This design comes from an exercise in tuning for small area on the open sky130 flow, not from production work. In this exercise RTL edits were held to simulation tests only and were not proved equivalent to the original. No activity file was given, so power comes from the tool's default toggle rates.

`design/flow/config.mk`:
```
export PLATFORM = sky130hd
export DESIGN_NAME = websocket_accept_key_engine
export DESIGN_NICKNAME = websocket_accept_key_engine
export VERILOG_FILES = /design/flow/design.v
export SDC_FILE = /design/flow/constraint.sdc
export NUM_CORES = 4
export LEC_CHECK = 0
export CAP_MARGIN = 20
export CORE_MARGIN = 2
export CORE_UTILIZATION = 40
export SLEW_MARGIN = 20
```
`design/flow/constraint.sdc`:
```
create_clock -name core_clock -period 10.0 [get_ports {clk_i}]
set_input_delay 2.0000 -clock core_clock [delete_from_list [all_inputs] [get_ports {clk_i}]]
set_output_delay 2.0000 -clock core_clock [all_outputs]
set_load 0.01 [all_outputs]
```
`design/flow/design.v`:
```
package wsk_pkg;
  localparam int unsigned KeyLen    = 24;
  localparam int unsigned HdrLen    = 19;
  localparam int unsigned GuidLen   = 36;
  localparam int unsigned MsgLen    = KeyLen + GuidLen;
  localparam int unsigned NumBlocks = (MsgLen + 8) / 64 + 1;
  localparam int unsigned BufLen    = NumBlocks * 64;
  localparam int unsigned AcceptLen = 28;
  localparam int unsigned KeyCntW = $clog2(KeyLen + 1);
  localparam int unsigned BlkW    = (NumBlocks > 1) ? $clog2(NumBlocks) : 1;
  localparam logic [63:0] MsgBits = 64'(MsgLen * 8);
  localparam logic [159:0] ShaInit =
    160'h67452301_EFCDAB89_98BADCFE_10325476_C3D2E1F0;
  typedef struct packed {
    logic key_wr;
    logic hash_init;
    logic blk_load;
    logic round;
    logic blk_add;
    logic out_load;
    logic out_shift;
  } wsk_cmd_t;
  typedef struct packed {
    logic hdr_hit;
    logic first_hit;
  } wsk_sts_t;
  function automatic logic [7:0] hdr_char(input logic [4:0] idx);
    logic [7:0] c;
    case (idx)
      5'd0:  c = "S";
      5'd1:  c = "e";
      5'd2:  c = "c";
      5'd3:  c = "-";
      5'd4:  c = "W";
      5'd5:  c = "e";
      5'd6:  c = "b";
      5'd7:  c = "S";
      5'd8:  c = "o";
      5'd9:  c = "c";
      5'd10: c = "k";
      5'd11: c = "e";
      5'd12: c = "t";
      5'd13: c = "-";
      5'd14: c = "K";
      5'd15: c = "e";
      5'd16: c = "y";
      5'd17: c = ":";
      5'd18: c = " ";
      default: c = 8'h00;
    endcase
    hdr_char = c;
  endfunction
  localparam logic [8*GuidLen-1:0] GuidText = "258EAFA5-E914-47DA-95CA-C5AB0DC85B11";
  function automatic logic [7:0] guid_char(input int unsigned idx);
    guid_char = GuidText[8*(GuidLen-1-idx) +: 8];
  endfunction
  function automatic logic [7:0] b64_char(input logic [5:0] v);
    logic [7:0] c;
    if (v < 6'd26)      c = 8'("A") + 8'(v);
    else if (v < 6'd52) c = 8'("a") + 8'(v - 6'd26);
    else if (v < 6'd62) c = 8'("0") + 8'(v - 6'd52);
    else if (v == 6'd62) c = 8'("+");
    else                c = 8'("/");
    b64_char = c;
  endfunction
  function automatic logic [31:0] rotl(input logic [31:0] x, input int unsigned n);
    rotl = (x << n) | (x >> (32 - n));
  endfunction
endpackage
module wsk_datapath (
  input  logic           clk_i,
  input  logic [7:0]     rx_byte_i,
  input  wsk_pkg::wsk_cmd_t       cmd_i,
  input  logic [4:0]     match_cnt_i,
  input  logic [wsk_pkg::KeyCntW-1:0] key_cnt_i,
  input  logic [wsk_pkg::BlkW-1:0] blk_i,
  input  logic [6:0]     round_i,
  output wsk_pkg::wsk_sts_t       sts_o,
  output logic [7:0]     char_o
);
  logic [7:0]   key_q [wsk_pkg::KeyLen];
  logic [159:0] h_q;
  logic [31:0]  w_q [16];
  logic [31:0]  a_q, b_q, c_q, d_q, e_q;
  logic [167:0] out_q;   
  assign sts_o.hdr_hit   = (rx_byte_i == wsk_pkg::hdr_char(match_cnt_i));
  assign sts_o.first_hit = (rx_byte_i == wsk_pkg::hdr_char(5'd0));
  assign char_o          = wsk_pkg::b64_char(out_q[167 -: 6]);
  logic [8*wsk_pkg::BufLen-1:0] msg_bits;
  always_comb begin
    msg_bits = '0;
    for (int p = 0; p < wsk_pkg::KeyLen; p++) msg_bits[8*(wsk_pkg::BufLen-1-p) +: 8] = key_q[p];
    msg_bits[8*(wsk_pkg::BufLen-wsk_pkg::KeyLen)-1 -: 8*wsk_pkg::GuidLen] = wsk_pkg::GuidText;
    msg_bits[8*(wsk_pkg::BufLen-wsk_pkg::MsgLen)-1 -: 8] = 8'h80;
    msg_bits[63:0] = wsk_pkg::MsgBits;
  end
  logic [31:0] blk_words [16];
  always_comb begin
    for (int i = 0; i < 16; i++) begin
      blk_words[i] = 32'h0;
      for (int n = 0; n < wsk_pkg::NumBlocks; n++) begin
        if (blk_i == wsk_pkg::BlkW'(n)) begin
          blk_words[i] = msg_bits[8*wsk_pkg::BufLen-1-512*n-32*i -: 32];
        end
      end
    end
  end
  logic [31:0] w_new, f, kc, t;
  always_comb begin
    w_new = wsk_pkg::rotl(w_q[13] ^ w_q[8] ^ w_q[2] ^ w_q[0], 1);
    if (round_i < 7'd20) begin
      f = (b_q & c_q) | (~b_q & d_q);  kc = 32'h5A827999;
    end else if (round_i < 7'd40) begin
      f = b_q ^ c_q ^ d_q;             kc = 32'h6ED9EBA1;
    end else if (round_i < 7'd60) begin
      f = (b_q & c_q) | (b_q & d_q) | (c_q & d_q); kc = 32'h8F1BBCDC;
    end else begin
      f = b_q ^ c_q ^ d_q;             kc = 32'hCA62C1D6;
    end
    t = wsk_pkg::rotl(a_q, 5) + f + e_q + kc + w_q[0];
  end
  logic [161:0] dig_pad;
  logic [167:0] digits;
  always_comb begin
    dig_pad = {h_q, 2'b00};
    for (int i = 0; i < 27; i++) digits[167-6*i -: 6] = 6'(dig_pad[161-6*i -: 6]);
    digits[5:0] = 6'd63;   
  end
  always_ff @(posedge clk_i) begin
    if (cmd_i.key_wr) begin
      key_q[key_cnt_i[$clog2(wsk_pkg::KeyLen)-1:0]] <= rx_byte_i;
    end
    if (cmd_i.hash_init) h_q <= wsk_pkg::ShaInit;
    if (cmd_i.blk_load) begin
      for (int i = 0; i < 16; i++) w_q[i] <= blk_words[i];
      {a_q, b_q, c_q, d_q, e_q} <= h_q;
    end
    if (cmd_i.round) begin
      for (int i = 0; i < 15; i++) w_q[i] <= w_q[i+1];
      w_q[15] <= w_new;
      e_q <= d_q;
      d_q <= c_q;
      c_q <= wsk_pkg::rotl(b_q, 30);
      b_q <= a_q;
      a_q <= t;
    end
    if (cmd_i.blk_add) begin
      h_q <= {h_q[159:128] + a_q, h_q[127:96] + b_q, h_q[95:64] + c_q,
              h_q[63:32] + d_q, h_q[31:0] + e_q};
    end
    if (cmd_i.out_load) out_q <= digits;
    if (cmd_i.out_shift) out_q <= {out_q[161:0], 6'h00};
  end
endmodule
module wsk_ctrl (
  input  logic               clk_i,
  input  logic               rst_ni,
  input  logic               in_valid_i,
  input  logic               out_stall_i,
  input  wsk_pkg::wsk_sts_t           sts_i,
  output logic               in_stall_o,
  output logic               out_valid_o,
  output wsk_pkg::wsk_cmd_t           cmd_o,
  output logic [4:0]         match_cnt_o,
  output logic [wsk_pkg::KeyCntW-1:0] key_cnt_o,
  output logic [wsk_pkg::BlkW-1:0]    blk_o,
  output logic [6:0]         round_o,
  output logic [4:0]         char_index_o,
  output logic               last_o
);
  localparam logic [2:0] StHdr = 3'd0, StKey = 3'd1, StLoad = 3'd2, StRound = 3'd3,
                         StAdd = 3'd4, StConv = 3'd5, StOut = 3'd6, StDone = 3'd7;
  logic [2:0]          state_q, state_d;
  logic [4:0]          match_q, match_d;
  logic [wsk_pkg::KeyCntW-1:0]  kcnt_q, kcnt_d;
  logic [wsk_pkg::BlkW-1:0]     blk_q, blk_d;
  logic [6:0]          rnd_q, rnd_d;
  logic [4:0]          oidx_q, oidx_d;
  logic                in_acc, out_acc;
  assign in_stall_o   = !(state_q == StHdr || state_q == StKey || state_q == StDone);
  assign in_acc       = in_valid_i && !in_stall_o;
  assign out_valid_o  = (state_q == StOut);
  assign out_acc      = out_valid_o && !out_stall_i;
  assign last_o       = (oidx_q == 5'(wsk_pkg::AcceptLen));
  assign char_index_o = oidx_q;
  assign match_cnt_o  = match_q;
  assign key_cnt_o    = kcnt_q;
  assign blk_o        = blk_q;
  assign round_o      = rnd_q;
  always_comb begin
    state_d = state_q; match_d = match_q; kcnt_d = kcnt_q; blk_d = blk_q;
    rnd_d = rnd_q; oidx_d = oidx_q; cmd_o = '0;
    case (state_q)
      StHdr: if (in_acc) begin
        match_d = sts_i.hdr_hit ? match_q + 5'd1 : (sts_i.first_hit ? 5'd1 : 5'd0);
        if (sts_i.hdr_hit && match_q == 5'(wsk_pkg::HdrLen - 1)) begin
          state_d = StKey; kcnt_d = '0; match_d = '0;
        end
      end
      StKey: if (in_acc) begin
        cmd_o.key_wr = 1'b1;
        kcnt_d = kcnt_q + 1'b1;
        if (kcnt_q == wsk_pkg::KeyCntW'(wsk_pkg::KeyLen - 1)) begin
          state_d = StLoad; cmd_o.hash_init = 1'b1; blk_d = '0;
        end
      end
      StLoad: begin
        cmd_o.blk_load = 1'b1; rnd_d = '0; state_d = StRound;
      end
      StRound: begin
        cmd_o.round = 1'b1; rnd_d = rnd_q + 7'd1;
        if (rnd_q == 7'd79) state_d = StAdd;
      end
      StAdd: begin
        cmd_o.blk_add = 1'b1;
        if (blk_q == wsk_pkg::BlkW'(wsk_pkg::NumBlocks - 1)) state_d = StConv;
        else begin
          blk_d = blk_q + 1'b1; state_d = StLoad;
        end
      end
      StConv: begin
        cmd_o.out_load = 1'b1; oidx_d = '0; state_d = StOut;
      end
      StOut: if (out_acc) begin
        cmd_o.out_shift = 1'b1; oidx_d = oidx_q + 5'd1;
        if (last_o) state_d = StDone;
      end
      default: ;
    endcase
  end
  always_ff @(posedge clk_i or negedge rst_ni) begin
    if (!rst_ni) begin
      state_q <= StHdr; match_q <= '0; kcnt_q <= '0; blk_q <= '0;
      rnd_q <= '0; oidx_q <= '0;
    end else begin
      state_q <= state_d; match_q <= match_d; kcnt_q <= kcnt_d; blk_q <= blk_d;
      rnd_q <= rnd_d; oidx_q <= oidx_d;
    end
  end
endmodule
module websocket_accept_key_engine (
  input  logic       clk_i,
  input  logic       rst_ni,
  input  logic       in_valid_i,
  output logic       in_stall_o,
  input  logic [7:0] rx_byte_i,
  output logic       out_valid_o,
  input  logic       out_stall_i,
  output logic [7:0] accept_char_o,
  output logic [4:0] char_index_o,
  output logic       last_o
);
  wsk_pkg::wsk_cmd_t            cmd;
  wsk_pkg::wsk_sts_t            sts;
  logic [4:0]          match_cnt;
  logic [wsk_pkg::KeyCntW-1:0]  key_cnt;
  logic [wsk_pkg::BlkW-1:0]     blk;
  logic [6:0]          rnd;
  logic                out_acc;
  logic [7:0]          char_w;
  wsk_ctrl u_ctrl (
    .clk_i, .rst_ni, .in_valid_i, .out_stall_i, .sts_i(sts),
    .in_stall_o, .out_valid_o, .cmd_o(cmd), .match_cnt_o(match_cnt),
    .key_cnt_o(key_cnt), .blk_o(blk), .round_o(rnd), .char_index_o, .last_o
  );
  wsk_datapath u_dp (
    .clk_i, .rx_byte_i, .cmd_i(cmd), .match_cnt_i(match_cnt), .key_cnt_i(key_cnt),
    .blk_i(blk), .round_i(rnd), .sts_o(sts), .char_o(char_w)
  );
  assign out_acc       = out_valid_o && !out_stall_i;
  assign accept_char_o = last_o ? 8'h00 :
                         (char_index_o == 5'(wsk_pkg::AcceptLen - 1) ? 8'("=") : char_w);
endmodule
```
`design/flow/run.sh`:
```
#!/bin/bash
# synth_recipe.tcl (not shown) runs the flow's synth.tcl, then flattens the netlist and writes it again
# the make line also repeats each setting of config.mk as NAME=value (left out here)
make -C /OpenROAD-flow-scripts/flow DESIGN_CONFIG=/design/flow/config.mk WORK_HOME=/design/flow/orfs CLKGATE_MAP_FILE= SYNTH_SCRIPT=/design/flow/synth_recipe.tcl finish
```
==> run_results.csv <==
group,metric,value,unit
grt,grt_max_degree,279,
grt,grt.overflow.total,0,
critical_path,rr_startpoint,"u_ctrl.rnd_q[2]$_DFFE_PN0P_",
drt,route.detailed.drc,0,
place,numPlacedInstances,7090,
synthesis,yosysSeqAreaShare,0.590,
synthesis,netlist-cell-type-count,82,
clock_tree,tritoncts,"yes",
timing,finalSetupTns,0,ns
clock_tree,postCtsHoldBufs,0,
synthesis,synth_area,61400,um2
floorplan,die_height,396,um
power,power_frac_seq,0.525,
drt,wl_per_cell,22.1,um
timing,rsz0062_at_grt,"false",
synthesis,yosys.area.top_type,"edfxtp_1",
timing,hold_viol,0,
power,p_sw_frac,0.209,
power,p_comb_frac,0.004,
outcome,outcome,"complete, no violations",
drt,wirelength,162000,um
place,post-place-ws,3.61,ns
critical_path,cp_slowest_stage_delay,0.58,ns
power,totalPowerFinal,10.5,mW
timing,fin_worst_skew,0.0457,ns
clock_tree,cts_root_buffer,"clkbuf_16",
clock_tree,clockBufferDepth,3,
floorplan,coreArea,152000,um2
cells_and_area,fin_nets,5553,
cells_and_area,finalNonFillerCells,7330,
synthesis,synth_top_area_frac,0.579,
power,internal-power,8.30,mW
clock_tree,cts.sinks,1212,
cells_and_area,stdcell_area,68200,um2
clock_tree,clock_latency,0.81,ns
drt,ant_nets,0,
cells_and_area,final_util,0.448,
power,clkPwrFrac,0.472,
grt,antenna_found_initial,1,
synthesis,ys.flop_type,"edfxtp_1",
critical_path,crit_path_frequent_cell,"inv_1",
run,cap_violations,0,
timing,period_needed,6.36,ns
place,hpwl,108000,um
drt,via_per_inst,5.42,
timing,drv_slew,0,
clock_tree,post_cts_resized,0,
power,power_density,154,nW/um2
cells_and_area,area_growth,11.0,%
critical_path,timing.rr.end,"u_dp.a_q[29]$_DFFE_PP_",
clock_tree,htree_levels,4,
floorplan,num_io_pins,28,
critical_path,worst-setup-path-type,"reg2reg",
critical_path,startpoint,"u_ctrl.rnd_q[2]$_DFFE_PN0P_",
timing,clock.fmax,0.157,GHz
place,place_congestion,0.925,
cells_and_area,fillers,13841,
place,port_buffers,27,
synthesis,synth_area_leaders,"edfxtp_1 58%, nand2_1 5.8%, ha_1 4.7%, fa_1 3.8%, o21ai_0 3.3%",
place,placed_area,63800,um2
critical_path,arrival,6.84,ns
timing,slew_headroom,0.205,
synthesis,syn-num-nets,5595,
floorplan,start_util,0.404,
synthesis,syn_avg_cell_area,11.7,um2
hold_path,hp-class,"reg2reg",
clock_tree,clk_pin_slew_worst_paths,0.06,ns
synthesis,synth-edff-count,1185,
critical_path,crit_path_start_kind,"flip-flop",
synthesis,ys_ff_latch,1212,
critical_path,r2r_cells,21,
critical_path,crit_end,"u_dp.a_q[29]$_DFFE_PP_",
grt,track_usage,0.205,
power,p_leak,24.2,nW
power,switching_power,2.19,mW
floorplan,dieArea,157000,um2
timing,hold_ws,0.470,ns
synthesis,synth_cells,5236,
critical_path,setup.worst_path.end_class,"flip-flop",
timing,final.period_utilization,0.636,
clock_tree,post-cts-setup-buffers,0,
floorplan,rows,143,
critical_path,path_max_fanout,23,
critical_path,reg2reg_slack,3.64,ns
timing,setup-violations-final,0,
synthesis,yosysWarnings,4,
drt,dr.pass1.iters,6,
grt,grt_pass1_vias,38289,
critical_path,cp_data_required_time,10.48,ns
critical_path,slowest_stage,"a221oi_2",
drt,vias,39728,
power,ir_drop,0.000169,V
floorplan,die_width,396,um
synthesis,synth_async_sr_flop_share,0.0215,
timing,tightest_slew,1.19,ns
cells_and_area,drive_gt1_frac,0.0502,
timing,setup_slack,3.64,ns
grt,grt_pass1_wl,244000,um
drt,drtIter0Drc,3928,
clock_tree,cts_buffers,132,
critical_path,crit_chain,"and3_1 -> or3_1 -> buf_4 -> inv_1 -> nor2_2 -> buf_4 -> inv_1 -> o221ai_1 -> fa_1 -> fa_1 -> inv_1 -> ha_1 -> and2_1 -> a221o_1 -> a211oi_1 -> o21ai_1 -> a221oi_2 -> o21ai_1 -> a221oi_1 -> xor2_1 -> o21ai_0",
## power by group through the flow
stage / registers, mW / logic (mW) / clock network, mW
2_1_floorplan: 5.61 / 0.00638 / 0
3_3_place_gp: 5.61 / 0.0397 / 0
3_5_place_dp: 5.61 / 0.0402 / 0
4_1_cts: 5.50 / 0.0404 / 5.05
5_1_grt: 5.50 / 0.0429 / 5.24
6_report: 5.50 / 0.0391 / 4.95
## sequential cells by signal, summed over array words and instances (netlist names)
register / flops
u_dp.c_q: 32
u_ctrl.blk_q: 1
u_ctrl.state_q: 3
u_dp.b_q: 32
u_dp.e_q: 32
u_dp.h_q: 160
u_ctrl.oidx_q: 5
u_ctrl.rnd_q: 7
u_dp.key_q: 192
u_dp.w_q: 512
u_dp.out_q: 162
u_ctrl.match_q: 5
u_ctrl.kcnt_q: 5
u_dp.a_q: 32
u_dp.d_q: 32
## Yosys cell counts (all sizes together), types with 14 or more instances
| cell | instances |
|---|---|
| a21o | 206 |
| nor2b | 39 |
| nand2b | 17 |
| o21a | 35 |
| xor2 | 78 |
| and2 | 194 |
| mux2i | 36 |
| edfxtp | 1185 |
| a22o | 159 |
| inv | 278 |
| ha | 230 |
| a21oi | 193 |
| o211ai | 16 |
| o21ai | 410 |
| nand4 | 29 |
| xnor2 | 199 |
| nand2 | 947 |
| nor3 | 38 |
| buf | 19 |
| a31oi | 16 |
| a211oi | 30 |
| nand3 | 39 |
| o21bai | 14 |
| a221o | 24 |
| dfrtp | 26 |
| nor2 | 234 |
| and3 | 25 |
| a221oi | 16 |
| clkbuf | 227 |
| fa | 117 |
## per-layer routing
layer,global-route usage,wire [um],share of wire
met3,0.0292,8990,0.056
met1,0.292,72800,0.45
met4,0.0638,4440,0.027
met5,0,0,0
met2,0.325,75400,0.47
## cells in the final DEF (no fill, tap or decap), types with 30 or more instances in the layout
cell type	synthesis	final
nand2_1	947	946
nor3_1	38	37
a211oi_1	30	30
o21a_1	35	35
mux2i_1	36	36
edfxtp_1	1185	1185
o21ai_0	402	402
xnor2_1	199	199
inv_1	277	275
and2_1	192	192
fa_1	117	117
a21o_1	206	206
nor2b_1	39	39
nor2_1	234	229
xor2_1	78	78
clkbuf_16	0	132
nand3_1	39	38
a22o_1	159	159
buf_4	0	35
ha_1	230	229
a21oi_1	193	193
## area by class of cell
type | count | area [um2] | share of cell area
inverters | 279 | 1060 | 0.0155
clock buffers | 161 | 3440 | 0.0505
diodes | 2 | 5.00 | 0.0000734
flip-flops and latches | 1212 | 36300 | 0.531
repair buffers | 70 | 684 | 0.0100
multi-input cells | 3499 | 23300 | 0.341
well taps | 2030 | 2540 | 0.0372
clock inverters | 77 | 951 | 0.0139
## worst min-delay path by stage
stage,to,start,cells past startpoint,slack (ns)
floorplan,u_dp.out_q[0]$_SDFFE_PP0P_,u_dp.out_q[0]$_SDFFE_PP0P_,2,0.44
global placement,u_dp.out_q[0]$_SDFFE_PP0P_,u_dp.out_q[0]$_SDFFE_PP0P_,2,0.45
detailed placement,u_dp.out_q[0]$_SDFFE_PP0P_,u_dp.out_q[0]$_SDFFE_PP0P_,2,0.46
CTS,u_dp.out_q[0]$_SDFFE_PP0P_,u_dp.out_q[0]$_SDFFE_PP0P_,2,0.47
global route,u_dp.w_q[14][8]$_DFFE_PP_,u_dp.w_q[15][8]$_DFFE_PP_,1,0.52
finish,u_dp.out_q[0]$_SDFFE_PP0P_,u_dp.out_q[0]$_SDFFE_PP0P_,2,0.47
## critical path, delay by kind of cell, from the launching register on
| kind | cells | cell delay (ns) |
|---|---|---|
| compound gates | 8 | 2.12 |
| xor+xnor | 1 | 0.18 |
| fa+ha+maj | 3 | 1.35 |
| buf+inv | 5 | 1.10 |
| flops | 1 | 0.44 |
| simple gates | 4 | 0.84 |
## cell families after synthesis
kind of cell,count (synthesis),synth area share
muxes,42,0.00715
DFF,1212,0.590
xor gates and xnor gates,277,0.0395
adders and majority gates,347,0.0850
AOI/OAI and AO/OA,1205,0.129
buffers and inverters,525,0.0324
and+or+nand+nor,1628,0.117

-- what the ideal ports hide --
The results above use ideal ports. As a check the final layout listed here was re-extracted and re-timed, cells and wires unchanged.
Step 1 assumes that a clkbuf_16 drives the clock port and a buf_2 every other input.
Step 2 moves the port delays by t, midway between the first and last clock arrival at a register: inputs arrive t later, outputs are due t later. That takes back most of the time a late clock gives input paths.
Slacks: ideal ports / drivers / drivers and shift; pairs: ideal ports / drivers.
t, ns: 0.865
setup slack, ns: 3.636 / 3.636 / 3.636
hold slack, ns: 0.470 / 0.470 / 0.470
cell pins on the clock port's net: 1
After both steps this run still meets setup and hold. For this run, drivers alone change the setup slack by 0.000 ns; drivers and shift together by 0.000 ns.
